Background: an optimization exercise with open tools, aiming at small area, a short achievable clock period and few clock cycles per item. Do not read the settings as production practice. Where RTL was checked, it was by simulation tests only, not by an equivalence proof against the original. No activity file was given, so power comes from the tool's default toggle rates.

Setup of north:
## round_robin_sleep_scheduler_unit
module round_robin_sleep_scheduler_unit (
  input  logic                clk_i,
  input  logic                rst_ni,
  input  logic                start,
  input  logic [17:0]         item_i,
  output logic                busy,
  input  logic                cfg_we_i,
  input  logic [7:0]          cfg_wdata_i,
  output logic                done_o,
  output logic [8:0]          result_o
);
Size in the first run: about 1,400 cells after synthesis, ~350 flip-flops, ~41 I/O pins.
Settings: LEC_CHECK=0, CAP_MARGIN=20, CORE_MARGIN=2, CORE_UTILIZATION=50, CTS_CLUSTER_DIAMETER=100, CTS_CLUSTER_SIZE=30, SETUP_SLACK_MARGIN=5, SLEW_MARGIN=20; clock period 8.0 ns.
run.sh (not shown) runs the stock make flow with config.mk's settings and CLKGATE_MAP_FILE= SYNTH_SCRIPT=/design/flow/synth_recipe.tcl, a recipe that flattens the netlist after the stock synthesis.
Testbench counts of north, summed over its fixed seeds: cycles 8,000, items 8,000.
What south does differently from north at the input level:
- CTS_CLUSTER_DIAMETER no longer set, was 100
- ABC_AREA now 1, previously not set
- CTS_CLUSTER_SIZE no longer set, was 30
==> comparison <==
Data arrival time of the worst path of north is on par with south.
Cell area after layout delta for south relative to north: 11% higher
Of south and north, north shows the higher distinct cell type count after synthesis, with south below it.
Diff north -> south: reported combinational group power saw an increase, sequential share of the synthesized area fell by 4.1 points.
Width of the die on south is up relative to north.
Run comparison: north dominant combinational cell family by area after synthesis XOR/XNOR gates; south dominant combinational cell family by area after synthesis simple AND/OR/NAND/NOR gates
Re total stage count of the critical path: south is 4 up on north.
Overall via count from detail_route grows by more than 10% when moving from north to south.
Inputs modified between south and east:
- PLACE_DENSITY_LB_ADDON now 0.1, previously not set
- ABC_AREA no longer set, was 1
- CTS_CLUSTER_DIAMETER now 90, previously not set
- CTS_CLUSTER_SIZE now 28, previously not set
## What came out
- In the final design statistics, east uses fewer standard cells in total than south.
- For east, the group with the largest share of power was sequential cells, unlike south, where it was combinational logic.
- Post-synthesis adder-cell area fraction: east vs south up 0.17 points
- Final net count, south and east: higher on south
- Diff south -> east | design area | decrease of 9.3%
- east gives more setup slack at placement than south did.
- Taking south as the reference point, the post-synthesis compound-gate area fraction of east rises by 3.6 points.
- Looking at actual transition at the worst max-transition pin across south and east, the one that comes out lower is east.
- Comparing south and east, the higher met1 global-route usage is on south.
- Compared with south, east shows a lower number of tap cells added at floorplan.
For west, these inputs were changed with respect to east:
- an added ABC_AREA of 1
- a deleted CTS_CLUSTER_SIZE that had been 28
- an added ABC_CLOCK_PERIOD_IN_PS of 8000
- a deleted PLACE_DENSITY_LB_ADDON that had been 0.1
- a deleted CTS_CLUSTER_DIAMETER that had been 90
--- outcome ---
Comparing number of clock-tree buffers in the layout for west and east, the bigger number came from west. Total number of cells along the worst setup path: east vs west identical. Total of plain and repair buffers excluding clock buffers in west is 22 below east. Combinational share of power for west: 0.2 points down relative to east. Looking at end-of-flow core utilization, west sits 1.0 points higher than east does. The run with more setup slack is west; east has less. Going from east to west, clock-pin slew on the worst setup and hold paths moved down; worst ir drop on vdd moved down; cell count after synthesis moved up. In west, the count of standard-cell rows came out 4.5% above the value in east.

* * *

round_robin_sleep_scheduler_unit again, from the RTL that the note above started with.
make LEC_CHECK=0 CAP_MARGIN=20 CORE_MARGIN=2 CORE_UTILIZATION=50 CTS_CLUSTER_DIAMETER=80 CTS_CLUSTER_SIZE=25 SETUP_SLACK_MARGIN=5 SLEW_MARGIN=20 finish   # period 8.0 ns
Testbench counts at the start, summed over its fixed seeds: cycles 8,000, items 8,000.
Next try:
==> flow/flow/run.sh (new file) <==
#!/bin/bash
set -euo pipefail
export SETUP_SLACK_MARGIN=5.5
bash standard.sh > standard_flow.log 2>&1
==> flow/standard.sh (new file) <==
#!/bin/bash
# synth_recipe.tcl (not shown) runs the flow's synth.tcl, then flattens the netlist and writes it again
# the make line also repeats each setting of config.mk as NAME=value (left out here)
make -C /OpenROAD-flow-scripts/flow DESIGN_CONFIG=/design/flow/config.mk WORK_HOME=/design/flow/orfs CLKGATE_MAP_FILE= SYNTH_SCRIPT=/design/flow/synth_recipe.tcl "${@:-finish}"
Settings changed: ABC_AREA set to 1, CTS_CLUSTER_DIAMETER 80 to not set, CTS_CLUSTER_SIZE 25 to not set, SETUP_SLACK_MARGIN 5 to not set.
removed: flow/run.sh
=> Routed wire length climbs by 17%. Synthesized cell count climbs by 45%. Sequential share of layout area goes down by 8.5 points. Count of clock-buffer cells in the layout rises by 33.

* * *

Setup of run A:
The RTL this note starts from:
==> flow/design.v <==
package rrss_pkg;
  localparam int NUM_SLOTS  = 16;
  localparam int SLOT_W     = 4;
  localparam logic [7:0] TIME_SLICE_RST = 8'd16;
  localparam logic [1:0] ACT_TICK  = 2'd0;
  localparam logic [1:0] ACT_SLEEP = 2'd1;
  localparam logic [1:0] ACT_EXIT  = 2'd2;
  localparam logic [1:0] ACT_FORK  = 2'd3;
endpackage
module round_robin_sleep_scheduler_unit (
  input  logic                clk_i,
  input  logic                rst_ni,
  input  logic                start,
  input  logic [17:0]         item_i,
  output logic                busy,
  input  logic                cfg_we_i,
  input  logic [7:0]          cfg_wdata_i,
  output logic                done_o,
  output logic [8:0]          result_o
);
  localparam int N = rrss_pkg::NUM_SLOTS;
  logic [N-1:0]  alive_q, blk_q;
  logic [15:0]   wake_q [0:N-1];
  logic [15:0]   step_q;
  logic [3:0]    cur_q;
  logic [7:0]    slice_q;
  logic [7:0]    ts_q;
  logic          done_q;
  logic [3:0]    new_slot_q;
  logic          failed_q;
  logic [1:0]    act;
  logic [15:0]   ticks;
  logic          is_tick, is_sleep, is_exit, is_fork;
  logic          step, charge, sw;
  logic [N-1:0]  cur_oh, after_cur;
  logic [N-1:0]  eq, cand, cand_hi, first_hi, first_all, pick_oh;
  logic          any_hi, any_cand;
  logic [3:0]    found_idx, pick_idx;
  logic [N-1:0]  dead, first_dead;
  logic [3:0]    dead_idx;
  logic          any_dead;
  logic [15:0]   wake_new;
  assign act      = item_i[17:16];
  assign ticks    = item_i[15:0];
  assign is_tick  = (act == rrss_pkg::ACT_TICK);
  assign is_sleep = (act == rrss_pkg::ACT_SLEEP);
  assign is_exit  = (act == rrss_pkg::ACT_EXIT);
  assign is_fork  = (act == rrss_pkg::ACT_FORK);
  assign step   = start & (is_tick | is_exit | (is_sleep & (|ticks)));
  assign charge = is_tick & (slice_q != ts_q);
  assign sw     = step & ~charge;
  always_comb begin
    for (int i = 0; i < N; i++) begin
      cur_oh[i]    = (cur_q == 4'(i));
      after_cur[i] = (4'(i) > cur_q);
      eq[i]        = (wake_q[i] == step_q);
    end
  end
  assign cand    = alive_q & (~blk_q | eq) & ~cur_oh & ~16'b1;
  assign cand_hi = cand & after_cur;
  always_comb begin
    for (int i = 0; i < N; i++) begin
      first_hi[i]   = cand_hi[i] & ~|(cand_hi & ((16'b1 << i) - 16'b1));
      first_all[i]  = cand[i] & ~|(cand & ((16'b1 << i) - 16'b1));
      first_dead[i] = dead[i] & ~|(dead & ((16'b1 << i) - 16'b1));
    end
  end
  assign any_hi   = |cand_hi;
  assign any_cand = |cand;
  always_comb begin
    found_idx = '0;
    dead_idx  = '0;
    for (int i = 0; i < N; i++) begin
      if ((any_hi ? first_hi[i] : first_all[i])) found_idx = found_idx | 4'(i);
      if (first_dead[i]) dead_idx = dead_idx | 4'(i);
    end
  end
  assign pick_oh  = any_cand ? (any_hi ? first_hi : first_all)
                             : (is_tick ? cur_oh : 16'b1);
  assign pick_idx = any_cand ? found_idx : (is_tick ? cur_q : 4'd0);
  assign dead     = ~alive_q;
  assign any_dead = |dead;
  assign wake_new = step_q + ticks;
  always_ff @(posedge clk_i or negedge rst_ni) begin
    if (!rst_ni) begin
      alive_q <= 16'b1;
      blk_q   <= '0;
    end else begin
      for (int i = 0; i < N; i++) begin
        if (step) begin
          if (cur_oh[i]) begin
            if (is_sleep) blk_q[i] <= 1'b1;
            if (is_exit) alive_q[i] <= 1'b0;
          end else if (blk_q[i] & eq[i]) begin
            blk_q[i] <= 1'b0;
          end
          if (sw & pick_oh[i]) begin
            alive_q[i] <= 1'b1;
            blk_q[i]   <= 1'b0;
          end
        end
        if (start & is_fork & first_dead[i]) begin
          alive_q[i] <= 1'b1;
        end
      end
    end
  end
  always_ff @(posedge clk_i) begin
    for (int i = 0; i < N; i++) begin
      if (cur_oh[i]) wake_q[i] <= wake_new;
    end
  end
  always_ff @(posedge clk_i or negedge rst_ni) begin
    if (!rst_ni) begin
      step_q  <= '0;
      cur_q   <= '0;
      slice_q <= '0;
      ts_q    <= rrss_pkg::TIME_SLICE_RST;
      done_q  <= 1'b0;
    end else begin
      if (cfg_we_i) ts_q <= cfg_wdata_i;
      if (step) step_q <= step_q + 16'd1;
      if (sw) begin
        cur_q   <= pick_idx;
        slice_q <= 8'd1;
      end else if (step) begin
        slice_q <= slice_q + 8'd1;
      end
      done_q <= start;
    end
  end
  always_ff @(posedge clk_i) begin
    if (start) begin
      new_slot_q <= (is_fork & any_dead) ? dead_idx : 4'd0;
      failed_q   <= is_fork & ~any_dead;
    end
  end
  assign busy     = 1'b0;
  assign done_o   = done_q;
  assign result_o = {cur_q, new_slot_q, failed_q};
endmodule
==> flow/config.mk <==
export PLATFORM = sky130hd
export DESIGN_NAME = round_robin_sleep_scheduler_unit
export DESIGN_NICKNAME = round_robin_sleep_scheduler_unit
export VERILOG_FILES = /design/flow/design.v
export SDC_FILE = /design/flow/constraint.sdc
export NUM_CORES = 4
export LEC_CHECK = 0
export ABC_CLOCK_PERIOD_IN_PS = 2500
export CAP_MARGIN = 20
export CORE_MARGIN = 2
export CORE_UTILIZATION = 60
export SETUP_SLACK_MARGIN = 5
export SLEW_MARGIN = 20
==> flow/constraint.sdc <==
create_clock -name core_clock -period 8.0 [get_ports {clk_i}]
set_input_delay 1.6000 -clock core_clock [delete_from_list [all_inputs] [get_ports {clk_i}]]
set_output_delay 1.6000 -clock core_clock [all_outputs]
set_load 0.01 [all_outputs]
Stock flow here: none of the scripts above is used.
Testbench counts of run A, summed over its fixed seeds: cycles 8,000, items 8,000.
Relative to run A, the following input files were edited for run D:
Settings: changing ABC_CLOCK_PERIOD_IN_PS from 2500 to 3000; changing CORE_UTILIZATION from 60 to 40; changing SETUP_SLACK_MARGIN from 5 to 4.5.
--- outcome ---
- Run D went all the way through the flow, and no timing, DRC or antenna check failed.
- Run comparison: run A group drawing the most power combinational logic; run D group drawing the most power registers
- Diff run A -> run D: synthesis-to-layout area growth fell by 12 points; sequential share of layout area climbed 4.2 points.
- Diff run A -> run D: area fraction in compound gates after synthesis closely matched the old numbers; final area down 1900 um2.

* * *

Another version of the RTL of round_robin_sleep_scheduler_unit (not shown whole).
For scale: roughly 1600 cells after synthesis, about 380 flip-flops, about 41 I/O pins, about 18000 µm² of cells after synthesis.
clock: 8.0 ns
lec_check: 0
abc_clock_period_in_ps: 2500
cap_margin: 20
core_margin: 2
core_utilization: 40
setup_slack_margin: 5
slew_margin: 20
The first run completed without violations.
==> next run, changes <==
Settings changed: ABC_CLOCK_PERIOD_IN_PS 2500 to 3000, SETUP_SLACK_MARGIN 5 to 4.5.
After rerunning:
- synthesized area stays the same
- cell count is lower slightly
- count of clock-buffer cells in the layout came out higher by 12
- register-to-register slack is worse by 440 ps
- core utilization went down by 1.5 points
- clock skew barely changes
- die area is unchanged
- routed wire length shrinks by a few percent
Function was not checked in any run of this note: the RTL went through the layout flow alone.

* * *

== job 1054 ==
RTL: one of the versions met above, not the one the previous note started from.
For scale: ~1500 cells after synthesis, about 41 I/O pins, about 18000 um^2 of cells after synthesis.
clock: 8.0 ns
lec_check: 0
cap_margin: 20
core_margin: 2
core_utilization: 50
cts_cluster_diameter: 100
cts_cluster_size: 30
setup_slack_margin: 5
slew_margin: 20
synth_hierarchical: 1
Looking at the reports, job 1054 completed the entire flow and the layout it produced met the timing, design-rule and antenna checks.
Testbench counts of job 1054, summed over its fixed seeds: cycles 8,000, items 8,000.
The following lists how job 9910 was set up differently from job 1054:
Settings: a deleted CTS_CLUSTER_DIAMETER that had been 100; a deleted CTS_CLUSTER_SIZE that had been 30; a deleted SYNTH_HIERARCHICAL that had been 1.
==> run notes <==
Job 9910 ends up with a switching part of the total power that is 1.8 points lower than in job 1054. In the flow results for job 1054 and job 9910, the final cell count without fillers is smaller on job 9910. Job 9910 reports its cell at the slowest stage of the critical path as sky130_fd_sc_hd__o31a_4 while job 1054 reports sky130_fd_sc_hd__and4_4. Power: job 9910 draws more than job 1054. Core utilization: job 9910 higher than job 1054.
Relative to job 9910, the following input files were edited for job 5557:
Settings: putting CTS_CLUSTER_DIAMETER at 80 where nothing was set; swapping 50 for 45 in CORE_UTILIZATION; putting CTS_CLUSTER_SIZE at 25 where nothing was set.
Against job 9910, job 5557 comes in 0.53 points higher on sequential cell area share. For job 5557, the worst setup path endpoint was rdy_q[10]$_DFFE_PN0P_, unlike job 9910, where it was blk_q[2]$_DFFE_PN0P_. From job 9910 to job 5557 the numbers moved as follows: number of cells on the critical path grew by 1, total power shrank by about 7%, fraction of area in multi-input gates grew by 0.69 points, number of buffers other than clock buffers in the final layout grew by 8.8%, routed wire length shrank by 1.2 mm.
Setup changes, job 5557 to job 8314
Settings: swapping 45 for 55 in CORE_UTILIZATION.
- Lower worst-case setup margin in the final layout among job 5557 and job 8314: job 8314
- Area: job 8314 vs job 5557 -> job 8314 smaller
- Relative to job 5557, total power has decreased by 1.6% in job 8314.

* * *

round_robin_sleep_scheduler_unit again, from the RTL that the note above started with.
make LEC_CHECK=0 CAP_MARGIN=20 CORE_MARGIN=2 CORE_UTILIZATION=50 CTS_CLUSTER_DIAMETER=100 CTS_CLUSTER_SIZE=30 SETUP_SLACK_MARGIN=5 SLEW_MARGIN=20 TNS_END_PERCENT=50 finish   # period 8.0 ns
The baseline finished with timing, DRC and antenna clean.
Testbench counts at the start, summed over its fixed seeds: cycles 8,000, items 8,000.
==> next run, changes <==
Settings changed: CTS_CLUSTER_DIAMETER 100 to 80, CTS_CLUSTER_SIZE 30 to 25, GPL_ROUTABILITY_DRIVEN from default to 0, TNS_END_PERCENT 50 to default.
Effect: The changed run passed the timing, design-rule and antenna checks. Wire length drops by 1.6%. Synthesized cell count does not change. Worst setup slack gains 0.13 ns. Maximum frequency climbs by 4.4%. Final cell count stays flat. Clock power rose by about 10%. Count of clock-buffer cells in the layout climbs by 2. Non-clock buffer count fell by 10. Final area stays flat.
==> next run, changes <==
Settings changed: ABC_AREA from default to 1, CORE_UTILIZATION 50 to 65, CTS_CLUSTER_DIAMETER 80 to default, CTS_CLUSTER_SIZE 25 to default, GPL_ROUTABILITY_DRIVEN 0 to default.
Outcome:
- routed wire length is higher by 14%
- non-clock buffer count is higher by 3
- final cell count is higher by 32%
- setup slack gets worse by 0.15 ns
- clock skew drops by 0.013 ns
- count of clock-buffer cells in the layout rose by 30
- utilization rose by 20 points
- combinational power went up by 26%
- synthesized cell count grows by 45%

==> what the ideal ports hide <==
In the flow no input, the clock included, has a driving cell. The finished layouts below were timed again as built, in two steps.
Step 1 (the two cells are an assumption about what drives the block):
set clk [get_ports {clk_i}]
set_driving_cell -lib_cell sky130_fd_sc_hd__clkbuf_16 $clk
set_driving_cell -lib_cell sky130_fd_sc_hd__buf_2 [delete_from_list [all_inputs] $clk]
Step 2 adds t to the input delays and takes it off the output delays; t is the mean of the earliest and latest rising clock arrival at the registers after step 1. Input paths then give back, and output paths get back, about the clock's delay inside the block.
Three values: ideal, step 1, step 2; two values: the first two.
run | t (ns) | setup WS [ns] | worst hold slack (ns) | worst setup path after step 2 | pins driven straight from the clock port
north | 0.577 | 5.066 / 5.079 / 4.510 | 0.522 / 0.522 / 0.522 | input to register | 1
south | 0.609 | 5.085 / 5.032 / 4.508 | 0.471 / 0.471 / 0.471 | input to register | 1
east | 0.571 | 5.019 / 5.019 / 4.506 | 0.502 / 0.502 / 0.502 | input to register | 1
west | 0.609 | 5.085 / 5.032 / 4.508 | 0.471 / 0.471 / 0.471 | input to register | 1
the first run of note 2 | 0.587 | 5.028 / 5.062 / 4.475 | 0.522 / 0.522 / 0.522 | input to register | 1
the second run of note 2 | 0.614 | 5.280 / 5.252 / 4.800 | 0.508 / 0.508 / 0.508 | input to register | 1
run A | 0.553 | 4.328 / 4.329 / 3.776 | 0.533 / 0.533 / 0.533 | input to register | 1
run D | 0.583 | 4.167 / 4.162 / 3.579 | 0.520 / 0.520 / 0.520 | input to register | 1
the first run of note 4 | 0.613 | 4.856 / 4.878 / 4.265 | 0.414 / 0.414 / 0.414 | input to register | 1
the second run of note 4 | 0.616 | 4.546 / 4.582 / 3.966 | 0.437 / 0.437 / 0.437 | input to register | 1
job 1054 | 0.570 | 5.049 / 5.063 / 4.507 | 0.520 / 0.520 / 0.520 | input to register | 1
job 9910 | 0.579 | 5.057 / 5.075 / 4.496 | 0.517 / 0.517 / 0.517 | input to register | 1
job 5557 | 0.611 | 5.050 / 5.045 / 4.461 | 0.461 / 0.461 / 0.461 | input to register | 1
job 8314 | 0.567 | 5.000 / 4.983 / 4.505 | 0.521 / 0.521 / 0.521 | input to register | 1
the first run of note 6 | 0.566 | 4.938 / 4.885 / 4.430 | 0.531 / 0.531 / 0.531 | input to register | 1
the second run of note 6 | 0.598 | 5.067 / 5.042 / 4.502 | 0.475 / 0.475 / 0.475 | input to register | 1
the third run of note 6 | 0.579 | 4.922 / 4.922 / 4.460 | 0.393 / 0.393 / 0.393 | input to register | 1
After both steps every run listed still meets setup and hold. For the first run of note 4, which loses most, drivers alone change the setup slack by +0.022 ns; drivers and shift together by -0.591 ns.
